Context: an optimization exercise on an open-source flow, tuned for small area, a short achievable clock period and few clock cycles. The choices shown serve that exercise and are no tape-out recipe.
In this exercise RTL edits were held to simulation tests only and were not proved equivalent to the original.
Power is estimated from default activity; no workload was simulated.

==> flow/design.v (outline; a module is shown in full before it is edited, if it fits) <==
// module alu_seq_handshake: 764 lines
module alu_seq_handshake (
    input  logic        clk,
    input  logic        rst_n,
    input  logic        in_valid,
    output logic        in_ready,
    input  logic [63:0] a,
    input  logic [63:0] b,
    input  logic [3:0]  alu_op,
    output logic        out_valid,
    input  logic        out_ready,
    output logic [63:0] result,
    output logic        zero,
    output logic        bge,
    output logic        illegal
);
  // ...
==> flow/run.sh <==
#!/bin/bash
# synth_recipe.tcl (not shown) runs the flow's synth.tcl, then flattens the netlist and writes it again
# the make line also repeats each setting of config.mk as NAME=value (left out here)
make -C /OpenROAD-flow-scripts/flow DESIGN_CONFIG=/design/flow/config.mk WORK_HOME=/design/flow/orfs CLKGATE_MAP_FILE= SYNTH_SCRIPT=/design/flow/synth_recipe.tcl finish
==> flow/config.mk <==
export PLATFORM = sky130hd
export DESIGN_NAME = alu_seq_handshake
export DESIGN_NICKNAME = alu_seq_handshake
export VERILOG_FILES = /design/flow/design.v
export SDC_FILE = /design/flow/constraint.sdc
export NUM_CORES = 4
export LEC_CHECK = 0
export CAP_MARGIN = 20
export CORE_MARGIN = 2
export CORE_UTILIZATION = 40
export SETUP_SLACK_MARGIN = 3.0
export SLEW_MARGIN = 20
==> flow/constraint.sdc <==
create_clock -name core_clock -period 6.5 [get_ports {clk}]
set_input_delay 1.3000 -clock core_clock [delete_from_list [all_inputs] [get_ports {clk}]]
set_output_delay 1.3000 -clock core_clock [all_outputs]
set_load 0.01 [all_outputs]
==> notes.md, run 1 <==
# TYPE chip_impl_metric gauge
chip_impl_info{name="hold_class",value="reg -> reg"} 1
chip_impl_metric{name="worst-r2r-setup-slack",unit="ns"} 2.17
chip_impl_info{name="hold-path-endpoint",value="ov_q$_SDFFE_PN0P_"} 1
chip_impl_metric{name="die_x",unit="um"} 300
chip_impl_metric{name="place.port_buffers",unit=""} 204
chip_impl_metric{name="synthMuxAreaShare",unit=""} 0.130
chip_impl_metric{name="timing.critical_path.buf_inv",unit=""} 6
chip_impl_info{name="global_route.peak_usage_layer",value="met2"} 1
chip_impl_metric{name="multi_input_gate_area_in_the_final_layout",unit="um^2"} 28900
chip_impl_metric{name="floorplan.die_area",unit="um^2"} 89900
chip_impl_metric{name="grtUsageMet2",unit=""} 0.629
chip_impl_metric{name="first_global_vias",unit=""} 35000
chip_impl_metric{name="design.final.nets",unit=""} 4498
chip_impl_info{name="dominant_kind_of_cell",value="multi-input gates"} 1
chip_impl_metric{name="placeable_area",unit="um^2"} 86800
chip_impl_metric{name="avgRoutedWirePerCell",unit="um"} 38.7
chip_impl_metric{name="share_of_the_synthesized_netlist_area_taken_by_xor_and_xnor_gates",unit=""} 0.0920
chip_impl_metric{name="combPwrFrac",unit=""} 0.701
chip_impl_metric{name="vdd_ir_drop_max",unit="mV"} 0.334
chip_impl_info{name="layout.cells.most_common_list",value="sky130_fd_sc_hd__nand2_1, sky130_fd_sc_hd__buf_4, sky130_fd_sc_hd__edfxtp_1"} 1
chip_impl_info{name="yosysMostFrequentCell",value="sky130_fd_sc_hd__nand2_1"} 1
chip_impl_metric{name="skew_final",unit="ns"} 0.0327
chip_impl_metric{name="clock_share_of_power",unit=""} 0.121
chip_impl_metric{name="multi_input_gate_share_of_the_layout_cell_area",unit=""} 0.622
chip_impl_metric{name="dpl.cell_count",unit=""} 4841
chip_impl_metric{name="slew-limit-headroom",unit=""} 0.179
chip_impl_metric{name="fin_crit_sh",unit=""} 0.667
chip_impl_info{name="r2r_end",value="res_q[57]$_DFFE_PP_"} 1
chip_impl_info{name="cp_cell_sequence",value="buf_12, and3b_4, buf_12, buf_16, xor2_2, ha_4, nand4_1, nor3_4, buf_4, nand4_1, o211ai_1, buf_4, o211ai_1, buf_4, a2111oi_4, nor2_2, nor3_2, mux2_4, a31oi_1"} 1
chip_impl_info{name="run_status",value="no timing/DRC/antenna violations"} 1
chip_impl_info{name="cts.root.buffer_cell",value="sky130_fd_sc_hd__clkbuf_16"} 1
chip_impl_metric{name="critical_path_peak_fanout",unit=""} 6
chip_impl_metric{name="grt_first_pass_wirelength",unit="um"} 278000
chip_impl_metric{name="pwr.group.combinational",unit="mW"} 12.5
chip_impl_metric{name="drt-initial-drc-count",unit=""} 5281
chip_impl_metric{name="layout.filler_cells",unit=""} 7763
chip_impl_metric{name="finish.cell_count_without_fillers",unit=""} 5234
chip_impl_metric{name="synth_adder_area_share",unit=""} 0.164
chip_impl_metric{name="max_freq",unit="GHz"} 0.231
chip_impl_metric{name="route.detailed.vias_per_inst",unit=""} 6.99
chip_impl_info{name="grt_setup_unrepaired",value="true"} 1
Testbench counts, summed over its fixed seeds: cycles 3,702.
==> run 2, diff against run 1 <==
--- a/flow/config.mk
+++ b/flow/config.mk
@@ -8,5 +8,4 @@
 export CAP_MARGIN = 20
 export CORE_MARGIN = 2
 export CORE_UTILIZATION = 40
-export SETUP_SLACK_MARGIN = 3.0
 export SLEW_MARGIN = 20
==> notes.md, run 2 <==
# TYPE chip_impl_metric gauge
chip_impl_metric{name="dp_hpwl",unit="um"} 145000
chip_impl_metric{name="internal_power",unit="mW"} 7.57
chip_impl_metric{name="grt.overflow.total",unit=""} 0
chip_impl_info{name="hold_class",value="reg -> reg"} 1
chip_impl_metric{name="route.detailed.vias_per_inst",unit=""} 7.03
chip_impl_info{name="run_status",value="no timing/DRC/antenna violations"} 1
chip_impl_metric{name="dpl.cell_count",unit=""} 4857
chip_impl_metric{name="worst_ep_arrival_time",unit="ns"} 5.53
chip_impl_info{name="min_delay_startpoint",value="bprev_q$_SDFFE_PP0P_"} 1
chip_impl_metric{name="ys_async_sr_fraction",unit=""} 0
chip_impl_metric{name="avgRoutedWirePerCell",unit="um"} 39.2
chip_impl_metric{name="cts.sinks",unit=""} 264
chip_impl_info{name="hold-path-endpoint",value="bprev_q$_SDFFE_PP0P_"} 1
chip_impl_metric{name="drt-initial-drc-count",unit=""} 5582
chip_impl_metric{name="critical_path_peak_fanout",unit=""} 42
chip_impl_metric{name="crit_path_max_incr_delay",unit="ns"} 0.94
chip_impl_info{name="critical_path_class",value="reg -> reg"} 1
chip_impl_metric{name="report.final.setup_viol",unit=""} 0
chip_impl_metric{name="design.final.nets",unit=""} 4192
chip_impl_metric{name="first_global_vias",unit=""} 33200
chip_impl_metric{name="grt_start_max_net_pins",unit=""} 119
chip_impl_info{name="reg_top3",value="a_q x64, b_q x64, res_q x64"} 1
chip_impl_metric{name="clk_pin_slew",unit="ns"} 0.08
chip_impl_metric{name="timing.reg2reg.worst_path_depth",unit=""} 10
chip_impl_metric{name="first_pass_iters",unit=""} 8
chip_impl_metric{name="initial_cell_density_of_the_core",unit=""} 0.403
chip_impl_metric{name="synth.yosys.seq_area_share",unit=""} 0.225
chip_impl_metric{name="slew_viol_final",unit=""} 0
chip_impl_info{name="leading_cell_type_in_the_layout_fill_and_taps_excluded",value="sky130_fd_sc_hd__nand2_1"} 1
chip_impl_metric{name="crit_required",unit="ns"} 6.81
chip_impl_metric{name="pin_count",unit=""} 205
chip_impl_metric{name="post_route_cells_drive_above_1_share",unit=""} 0.0915
chip_impl_metric{name="finish.cell_count_without_fillers",unit=""} 4928
chip_impl_metric{name="timing.critical_path.buf_inv",unit=""} 0
chip_impl_metric{name="power.sequential.fraction",unit=""} 0.207
chip_impl_metric{name="placeable_area",unit="um^2"} 86800
chip_impl_metric{name="place.port_buffers",unit=""} 204
chip_impl_metric{name="combPwrFrac",unit=""} 0.648
chip_impl_metric{name="floorplan.die_area",unit="um^2"} 89900
chip_impl_info{name="synthDominantAreaCellType",value="sky130_fd_sc_hd__edfxtp_1"} 1
chip_impl_metric{name="detail_route.wirelength",unit="um"} 193000
chip_impl_metric{name="total_power",unit="mW"} 15.3
chip_impl_metric{name="clkLatencyLatePin",unit="ns"} 0.60
chip_impl_info{name="leading_cell_types_by_total_area_after_synthesis",value="sky130_fd_sc_hd__edfxtp_1, sky130_fd_sc_hd__fa_1, sky130_fd_sc_hd__mux2i_1"} 1
chip_impl_metric{name="die_x",unit="um"} 300
chip_impl_metric{name="power.net_switching",unit="mW"} 7.73
chip_impl_metric{name="worst-r2r-setup-slack",unit="ns"} 1.29
chip_impl_info{name="timing.critical_path.slowest_stage_cell",value="sky130_fd_sc_hd__and4bb_4"} 1
chip_impl_metric{name="power.density",unit="nW/um^2"} 388
chip_impl_metric{name="skew_final",unit="ns"} 0.0379
chip_impl_metric{name="syn_avg_cell_area",unit="um^2"} 9.30
chip_impl_metric{name="gr-usage-all-layers",unit=""} 0.421
chip_impl_metric{name="fin_crit_sh",unit=""} 0.802
chip_impl_metric{name="postCtsHoldBufs",unit=""} 0
chip_impl_metric{name="die_height",unit="um"} 300
chip_impl_metric{name="cts_htree_levels",unit=""} 2
chip_impl_metric{name="cts_setup_buffers",unit=""} 0
chip_impl_info{name="layout.cells.most_common_list",value="sky130_fd_sc_hd__nand2_1, sky130_fd_sc_hd__xnor2_1, sky130_fd_sc_hd__mux2i_1"} 1
chip_impl_metric{name="synth.yosys.warnings",unit=""} 1
chip_impl_metric{name="synth_area",unit="um^2"} 35000
chip_impl_info{name="yosys_most_used_dff",value="sky130_fd_sc_hd__edfxtp_1"} 1
chip_impl_metric{name="synth-seq-cells",unit=""} 264
chip_impl_metric{name="power_switching_share",unit=""} 0.505
chip_impl_info{name="tritoncts_clock_tree",value="done"} 1
chip_impl_metric{name="cts_buffers",unit=""} 38
chip_impl_metric{name="number_of_antenna_violations_at_the_first_check_in_global_routing",unit=""} 13
chip_impl_metric{name="layout.filler_cells",unit=""} 8593
chip_impl_metric{name="synthCells",unit=""} 3763
chip_impl_metric{name="vdd_ir_drop_max",unit="mV"} 0.196
chip_impl_info{name="cp_cell_sequence",value="and4bb_4, mux4_2, mux2i_1, nand2_1, and2_0, mux4_2, nand2_1, o21ai_1, a221oi_1, nor2_1"} 1
chip_impl_info{name="cts.root.buffer_cell",value="sky130_fd_sc_hd__clkbuf_16"} 1
chip_impl_metric{name="fin_crit",unit="ns"} 5.21
chip_impl_metric{name="timing.final.hold_violations",unit=""} 0
chip_impl_metric{name="area_growth_syn_to_layout",unit="%"} 12.7
chip_impl_info{name="r2r_end",value="res_q[4]$_DFFE_PP_"} 1
chip_impl_metric{name="cell_area_after_placement",unit="um^2"} 38200
chip_impl_metric{name="leakagePower",unit="nW"} 14.9
chip_impl_metric{name="syn_nets",unit=""} 4213
chip_impl_metric{name="fin_setup_tns",unit="ns"} 0
chip_impl_metric{name="regArea",unit="um^2"} 7890
chip_impl_metric{name="number_of_buffers_between_clock_root_and_the_deepest_sink",unit=""} 3
chip_impl_metric{name="max_freq",unit="GHz"} 0.192
chip_impl_metric{name="tightestPinTransition",unit="ns"} 1.29
chip_impl_info{name="start_kind",value="flip-flop"} 1
chip_impl_info{name="yosysMostFrequentCell",value="sky130_fd_sc_hd__nand2_1"} 1
chip_impl_metric{name="vias",unit=""} 34600
chip_impl_metric{name="slew-limit-headroom",unit=""} 0.136
chip_impl_metric{name="rows",unit=""} 108
chip_impl_metric{name="multi_input_gate_area_in_the_final_layout",unit="um^2"} 25400
chip_impl_metric{name="worst_hold_path.num_cells",unit=""} 2
chip_impl_info{name="cp_top_family",value="multiplexers"} 1
chip_impl_info{name="post_synth_most_frequent_cells",value="sky130_fd_sc_hd__nand2_1, sky130_fd_sc_hd__clkbuf_1, sky130_fd_sc_hd__xnor2_1"} 1
chip_impl_metric{name="detail_route.drc_violations",unit=""} 0
chip_impl_metric{name="maxCapViolCount",unit=""} 0
chip_impl_metric{name="number_of_library_cell_types_mapped_by_synthesis",unit=""} 89
chip_impl_metric{name="postCtsResizedCells",unit=""} 0
chip_impl_metric{name="gpl.final_weighted_congestion",unit=""} 1.10
chip_impl_metric{name="synth_top_area_share",unit=""} 0.223
chip_impl_info{name="crit_path_end_kind",value="flip-flop"} 1
chip_impl_info{name="grt_setup_unrepaired",value="false"} 1
chip_impl_metric{name="synth_enable_flop_cells",unit=""} 260
chip_impl_metric{name="finalInstanceArea",unit="um^2"} 39400
chip_impl_metric{name="drt.antenna.violating_nets",unit=""} 0
chip_impl_metric{name="clock_share_of_power",unit=""} 0.145
chip_impl_metric{name="grt_first_pass_wirelength",unit="um"} 267000
chip_impl_info{name="worstReg2RegStart",value="op_q[3]$_SDFFCE_PN0P_"} 1
[run 2: worst register-to-register path, stage by stage, from the launching register on]
cell and delay [ns]:
sky130_fd_sc_hd__edfxtp_1 0.58, sky130_fd_sc_hd__and4bb_4 0.94, sky130_fd_sc_hd__mux4_2 0.48, sky130_fd_sc_hd__mux2i_1 0.51
sky130_fd_sc_hd__nand2_1 0.17, sky130_fd_sc_hd__and2_0 0.19, sky130_fd_sc_hd__mux4_2 0.63, sky130_fd_sc_hd__nand2_1 0.12
sky130_fd_sc_hd__o21ai_1 0.38, sky130_fd_sc_hd__a221oi_1 0.86, sky130_fd_sc_hd__nor2_1 0.07
[run 2: power by group through the flow]
stage	clock network, mW	logic (mW)	registers [mW]
floorplan	0	5.85	2.73
global placement	0	9.46	3.14
detailed placement	0	9.46	3.14
CTS	2.22	9.55	3.11
global route	2.27	10.4	3.14
finish	2.22	9.91	3.17
[run 2: kinds of logic (layout without fill, tap and decap cells)]
family | Yosys count | after routing | synth area share
muxes | 363 | 363 | 0.130
AOI/OAI and AO/OA | 1117 | 1117 | 0.217
adders and majority gates | 314 | 314 | 0.164
and+or+nand+nor | 878 | 878 | 0.119
DFF | 264 | 264 | 0.225
xor gates and xnor gates | 366 | 366 | 0.0920
buffers and inverters | 461 | 467 | 0.0526
other | 0 | 4 | 0
[run 2: cell type report]
class / instances / area share
clock inverter: 23 / 0.00619
inverter: 49 / 0.00489
sequential: 264 / 0.200
timing repair buffer: 351 / 0.0820
multi-input combinational: 3038 / 0.644
clock buffer: 44 / 0.0255
antenna: 4 / 0.000254
tap: 1155 / 0.0366
[run 2: how the worst max path moves through the flow]
| stage | startpoint | end | slack, ns | depth (start not counted) |
|---|---|---|---|---|
| after floorplan | op_q[0]$_SDFFCE_PN0P_ | b_q[63]$_DFFE_PP_ | -1.42 | 4 |
| after CTS | op_q[3]$_SDFFCE_PN0P_ | res_q[61]$_DFFE_PP_ | 1.45 | 14 |
| after global routing | op_q[3]$_SDFFCE_PN0P_ | res_q[0]$_DFFE_PP_ | 0.93 | 13 |
| after detailed placement | op_q[3]$_SDFFCE_PN0P_ | res_q[61]$_DFFE_PP_ | 1.49 | 14 |
| final | op_q[3]$_SDFFCE_PN0P_ | res_q[4]$_DFFE_PP_ | 1.29 | 10 |
| after global placement | out_ready | res_q[57]$_DFFE_PP_ | 1.45 | 9 |
[run 2: routing by layer]
metal	vias to the layer above	track usage	wire length (um)
met1	17100	0.536	71600
met2	2864	0.614	80400
met3	747	0.128	24600
met5	-	0	64
met4	10	0.287	16600
li1	13900	-	-
[run 2: stage by stage]
stage,hold slack (ns),setup slack [ns],utilization
global placement,0.533,1.45,0.440
global route,0.571,0.927,0.454
finish,0.546,1.29,0.455
CTS,0.543,1.45,0.454
detailed placement,0.524,1.49,0.440
floorplan,0.487,-1.42,-

-- afterwards: timing with drivers on the ports --
No port has a modelled driver above. Below, the same layouts with a new extraction and two added sets of constraints.
Step 1, drivers: a clkbuf_16 drives clk and a buf_2 each remaining input, both assumed.
Step 2 also shifts input and output timing later by t, the mid clock arrival at the registers, as if the neighbouring blocks saw the same clock.
Three values: ideal, step 1, step 2; two values: the first two.
run | shift t [ns] | setup WS [ns] | hold slack, ns | worst setup path at the end | slew at the worst register clock pin (ns)
run 1 | 0.649 | 2.167 / 2.167 / 1.948 | 0.556 / 0.556 / 0.556 | input to register | 0.07 / 0.07
run 2 | 0.659 | 1.287 / 1.266 / 1.287 | 0.546 / 0.546 / 0.546 | register to register | 0.08 / 0.08
After both steps setup and hold are still met in every run listed. For run 1, which loses most, drivers alone change the setup slack by 0.000 ns; drivers and shift together by -0.219 ns.
